This is an optimization exercise on Yosys and OpenROAD, whose aim is small area, a short achievable clock period and few clock cycles per item, not a production implementation.
In this exercise RTL edits were held to simulation tests only and were not proved equivalent to the original.
Power and IR drop assume default switching activity.

==> run a: inputs <==
// lzss_stream_decoder_unit
module lzss_stream_decoder_unit
(
    input  logic                            clk,
    input  logic                            rst_n,
    input  logic                            s_tvalid,
    output logic                            s_tready,
    input  logic [lzsd_pkg::LitBits-1:0]    s_tdata,    
    input  logic                            s_tlast,
    output logic                            m_tvalid,
    input  logic                            m_tready,
    output logic [lzsd_pkg::OutDataW-1:0]   m_tdata,    
    output logic                            m_tuser,    
    output logic                            m_tlast
);
make LEC_CHECK=0 CAP_MARGIN=20 CORE_MARGIN=2 CORE_UTILIZATION=38 SETUP_SLACK_MARGIN=4.5 SLEW_MARGIN=20 finish   # period 8.0 ns
run.sh (not shown) runs the stock make flow with config.mk's settings and CLKGATE_MAP_FILE= SYNTH_SCRIPT=/design/flow/synth_recipe.tcl, a recipe that flattens the netlist after the stock synthesis.
==> inputs of run b, as changes to run a <==
--- a/flow/design.v
+++ b/flow/design.v
@@ -168,22 +168,21 @@
     localparam int AW = lzsd_pkg::AddrW;
     localparam int BW = lzsd_pkg::LitBits;
     localparam int RW = lzsd_pkg::RemainW;
     localparam int CW = lzsd_pkg::CountW;
     localparam int NB = lzsd_pkg::Banks;
     localparam int LW = AW - $clog2(NB);    
-    localparam int QD = 3;                  
+    localparam int QD = 4;                  
     logic          cur_v;
     logic          cur_m;       
     logic          cur_e;       
     logic [BW-1:0] cur_lit;
     logic [AW-1:0] cur_src;     
     logic [RW-1:0] cur_rem;     
     logic          cur_last;    
-    logic [7:0]    cur_sa;      
-    logic [7:0]    cur_sb;      
+    logic [(1 << LW)-1:0] word_sel;    
     logic [AW-1:0] wslot;
     logic          wrapped;
     logic          r_v;
     logic          r_m;
     logic          r_e;
     logic          r_hit;
@@ -195,52 +194,48 @@
     logic          p_e;
     logic [BW-1:0] p_byte;
     logic [AW-1:0] p_idx;
     logic          p2_v;
     logic [BW-1:0] p2_byte;
     logic [AW-1:0] p2_idx;
-    logic [1:0]    q_cnt;
+    logic [1:0]    q_wp;
+    logic [1:0]    q_rp;
+    logic          q_full;
     logic          q_e [QD];
     logic [BW-1:0] q_byte [QD];
     logic          o_v;
     logic          o_e;
+    logic          o_d;         
     logic [BW-1:0] o_byte;
-    logic [CW-1:0] o_cnt;
+    logic [CW-1:0] o_cnt;       
+    logic [CW-1:0] c_cnt;       
     logic          fresh;
     logic          issue_ok;
     logic          issue;
     logic          cur_done;
     logic          hit;
-    logic          p_we;
+    logic          p_we;        
+    logic [NB-1:0] p_wh;        
     logic [NB-1:0][BW-1:0] bank_rd;
     logic [BW-1:0] rd_byte;
     logic [BW-1:0] r_byte;
     logic [2:0]    occ;
     logic          xfer;
     logic [2:0]    occ_iss;
     assign xfer    = o_v && out_ready;
     assign occ_iss = occ + 3'(issue);
     assign issue    = cur_v && issue_ok;
-    assign cur_done = !cur_v || (issue && (!cur_m || cur_last));
+    assign cur_done = !cur_v || (issue_ok && cur_last);
     assign tok_take = cur_done && tok_valid;
     assign hit  = wrapped || (cur_src != '0 && cur_src <= wslot);
-    assign p_we = p_v && !p_e;
-    logic [(1 << LW)-1:0] word_sel;
-    always_comb
-    begin
-        for (int w = 0; w < (1 << LW); w++)
-        begin
-            word_sel[w] = cur_sa[w % 8] && cur_sb[w / 8];
-        end
-    end
     for (genvar g = 0; g < NB; g++)
     begin : g_bank
         logic [BW-1:0] mem [1 << LW];
         always_ff @(posedge clk)
         begin
-            if (p_we && p_idx[AW-1:LW] == (AW-LW)'(g))
+            if (p_wh[g])
             begin
                 mem[p_idx[LW-1:0]] <= p_byte;
             end
         end
         always_comb
         begin
@@ -275,12 +270,13 @@
             occ     <= '0;
             issue_ok <= 1'b1;
             wslot   <= '0;
             wrapped <= 1'b0;
             r_v     <= 1'b0;
             p_v     <= 1'b0;
+            p_we    <= 1'b0;
             p2_v    <= 1'b0;
         end
         else
         begin
             if (cur_done)
             begin
@@ -301,12 +297,13 @@
                         wrapped <= 1'b1;
                     end
                 end
             end
             r_v  <= issue;
             p_v  <= r_v;
+            p_we <= r_v && !r_e;
             occ  <= occ_iss - 3'(xfer);
             issue_ok <= xfer ? (occ_iss <= 3'(QD + 1)) : (occ_iss <= 3'(QD));
             p2_v <= p_we;
         end
     end
     always_ff @(posedge clk)
@@ -315,107 +312,106 @@
         begin
             cur_e   <= tok_eob;
             cur_m   <= !tok_eob && !tok_lit;
             cur_lit <= tok_bits[lzsd_pkg::TokW-2 -: BW];
             cur_src <= tok_bits[lzsd_pkg::TokW-2 -: AW];
             cur_rem <= RW'(tok_bits[lzsd_pkg::LenBits-1:0]) + RW'(lzsd_pkg::MinMatch - 1);
-            cur_last <= 1'b0;
-            cur_sa  <= 8'd1 << tok_bits[lzsd_pkg::LenBits +: 3];
-            cur_sb  <= 8'd1 << tok_bits[lzsd_pkg::LenBits + 3 +: 3];
+            cur_last <= tok_eob || tok_lit;
+            word_sel <= (1 << LW)'(1) << tok_bits[lzsd_pkg::LenBits +: LW];
         end
         else if (issue)
         begin
             cur_src <= cur_src + AW'(1);
             cur_rem <= cur_rem - RW'(1);
             cur_last <= (cur_rem == RW'(1));
-            cur_sa  <= {cur_sa[6:0], cur_sa[7]};
-            if (cur_sa[7])
-            begin
-                cur_sb <= {cur_sb[6:0], cur_sb[7]};
-            end
+            word_sel <= {word_sel[(1 << LW)-2:0], word_sel[(1 << LW)-1]};
         end
         r_m    <= cur_m;
         r_e    <= cur_e;
         r_hit  <= hit;
         r_src  <= cur_src;
         r_lit  <= cur_lit;
         r_bank <= bank_rd;
         p_e    <= r_e;
         p_byte <= r_byte;
         r_idx  <= wslot + AW'(1);
         p_idx  <= r_idx;
+        p_wh   <= (r_v && !r_e) ? (NB'(1) << r_idx[AW-1:LW]) : '0;
         p2_byte <= p_byte;
         p2_idx  <= p_idx;
     end
-    logic          o_free;
-    logic          take_q;
-    logic          take_p;
-    logic          push_p;
+    logic          q_ne;
+    logic          take;
     logic          ld_e;
     logic [BW-1:0] ld_byte;
-    logic [1:0]    q_after_pop;
-    assign o_free      = !o_v || out_ready;
-    assign take_q      = o_free && (q_cnt != '0);
-    assign take_p      = o_free && (q_cnt == '0) && p_v;
-    assign push_p      = p_v && !take_p;
-    assign ld_e        = take_q ? q_e[0] : p_e;
-    assign ld_byte     = take_q ? q_byte[0] : p_byte;
-    assign q_after_pop = q_cnt - 2'(take_q);
+    assign q_ne    = (q_wp != q_rp) || q_full;
+    assign take    = (!o_v || out_ready) && q_ne;
+    assign ld_e    = q_e[q_rp];
+    assign ld_byte = q_byte[q_rp];
+    logic [CW-1:0] cnt_inc;
+    assign cnt_inc = fresh ? CW'(1) : ((c_cnt == '1) ? c_cnt : c_cnt + CW'(1));
     always_ff @(posedge clk or negedge rst_n)
     begin
         if (!rst_n)
         begin
-            q_cnt <= '0;
-            o_v   <= 1'b0;
-            fresh <= 1'b1;
+            q_wp   <= '0;
+            q_rp   <= '0;
+            q_full <= 1'b0;
+            o_v    <= 1'b0;
+            fresh  <= 1'b1;
         end
         else
         begin
-            q_cnt <= q_after_pop + 2'(push_p);
-            if (o_free)
+            if (p_v)
+            begin
+                q_wp <= q_wp + 2'(1);
+            end
+            if (take)
             begin
-                o_v <= take_q || take_p;
+                q_rp <= q_rp + 2'(1);
             end
-            if (take_q || take_p)
+            if (p_v != take)
+            begin
+                q_full <= p_v && (q_wp + 2'(1) == q_rp);
+            end
+            if (!o_v || out_ready)
+            begin
+                o_v <= q_ne;
+            end
+            if (take)
             begin
                 fresh <= ld_e;
             end
         end
     end
     always_ff @(posedge clk)
     begin
-        for (int i = 0; i < QD; i++)
+        if (p_v)
         begin
-            if (push_p && q_after_pop == 2'(i))
-            begin
-                q_e[i]    <= p_e;
-                q_byte[i] <= p_byte;
-            end
-            else if (take_q && i < QD - 1)
-            begin
-                q_e[i]    <= q_e[i+1];
-                q_byte[i] <= q_byte[i+1];
-            end
+            q_e[q_wp]    <= p_e;
+            q_byte[q_wp] <= p_byte;
         end
-        if (take_q || take_p)
+        if (take)
         begin
             o_e    <= ld_e;
+            o_d    <= !ld_e;
             o_byte <= ld_byte;
             if (ld_e)
             begin
-                o_cnt <= fresh ? '0 : o_cnt;
+                o_cnt <= fresh ? '0 : c_cnt;
             end
             else
             begin
-                o_cnt <= fresh ? CW'(1) : ((o_cnt == '1) ? o_cnt : o_cnt + CW'(1));
+                o_cnt <= cnt_inc;
+                c_cnt <= cnt_inc;
             end
         end
     end
     assign out_valid    = o_v;
     assign out_byte     = o_byte;
-    assign is_data      = !o_e;
+    assign is_data      = o_d;
     assign out_last     = o_e;
     assign total_length = o_cnt;
 endmodule
 module lzss_stream_decoder_unit
 (
     input  logic                            clk,
Settings changed: CTS_CLUSTER_DIAMETER from default to 80, CTS_CLUSTER_SIZE from default to 30, SETUP_SLACK_MARGIN 4.5 to 5.
==> summary.txt <==
Share of layout cells above drive strength 1: run b 11.81%; run a 17.36%
Transition time at the pin with the least slew margin: run b 1.252 ns; run a 1.385 ns
Worst r2r path cells: run b 5; run a 7
Int Power: run b 39.42 mW; run a 45.32 mW
Final worst-path cycle share: run b 39.78%; run a 46.62%
Normalized max-slew margin: run b 16.55%; run a 7.656%
Run status: run b complete, no violations; run a complete, no violations
Nonclk inv count: run b 55; run a 63
Worst-case register-to-register setup slack: run b 4.82 ns; run a 4.27 ns
Terminus of the critical flop-to-flop path: run b u_datapath.r_bank[56]; run a u_datapath.r_bank[18]
Wirelength per Cell: run b 44.39 um; run a 45.22 um
Antenna violations before repair: run b 76; run a 41
Fmax achieved: run b 314.2 MHz; run a 268.1 MHz
Power Clock: run b 12.6 mW; run a 20.6 mW
Area occupied by registers: run b 0.1336 mm2; run a 0.1306 mm2
Count of buffers added by post-CTS timing repair for setup: run b 113; run a 24
Number of gates given a new drive strength after cts: run b 398; run a 165
Distinct cell type count after synthesis: run b 97; run a 85
Overall die area: run b 0.4456 mm2; run a 0.4312 mm2
Testbench counts of run a, summed over its fixed seeds: cycles 36,811, items 36,523.
Testbench counts of run b, summed over its fixed seeds: cycles 36,819, items 36,523.

-- what the ideal ports hide --
No port has a modelled driver above. Below, the same layouts with a new extraction and two added sets of constraints. Step 1, drivers: a clkbuf_16 drives clk and a buf_2 each remaining input, both assumed. Step 2 adds t to the input delays and takes it off the output delays; t is the mean of the earliest and latest rising clock arrival at the registers after step 1. Input paths then give back, and output paths get back, about the clock's delay inside the block. Three values: no drivers, after step 1, after step 2; two values: the first two.
| run | shift t [ns] | slack for setup (ns) | hold slack, ns | clock arrival spread, ns | worst register clock-pin slew, ns |
|---|---|---|---|---|---|
| run a | 1.106 | 4.270 / 4.270 / 3.654 | 0.332 / 0.332 / 0.332 | 0.091 / 0.091 | 0.07 / 0.07 |
| run b | 1.094 | 4.818 / 4.692 / 4.648 | 0.297 / 0.297 / 0.297 | 0.086 / 0.086 | 0.12 / 0.12 |
After both steps setup and hold are still met in every run listed. The setup slack of run a, which loses most, moves by 0.000 ns with the drivers and by -0.616 ns with both steps.
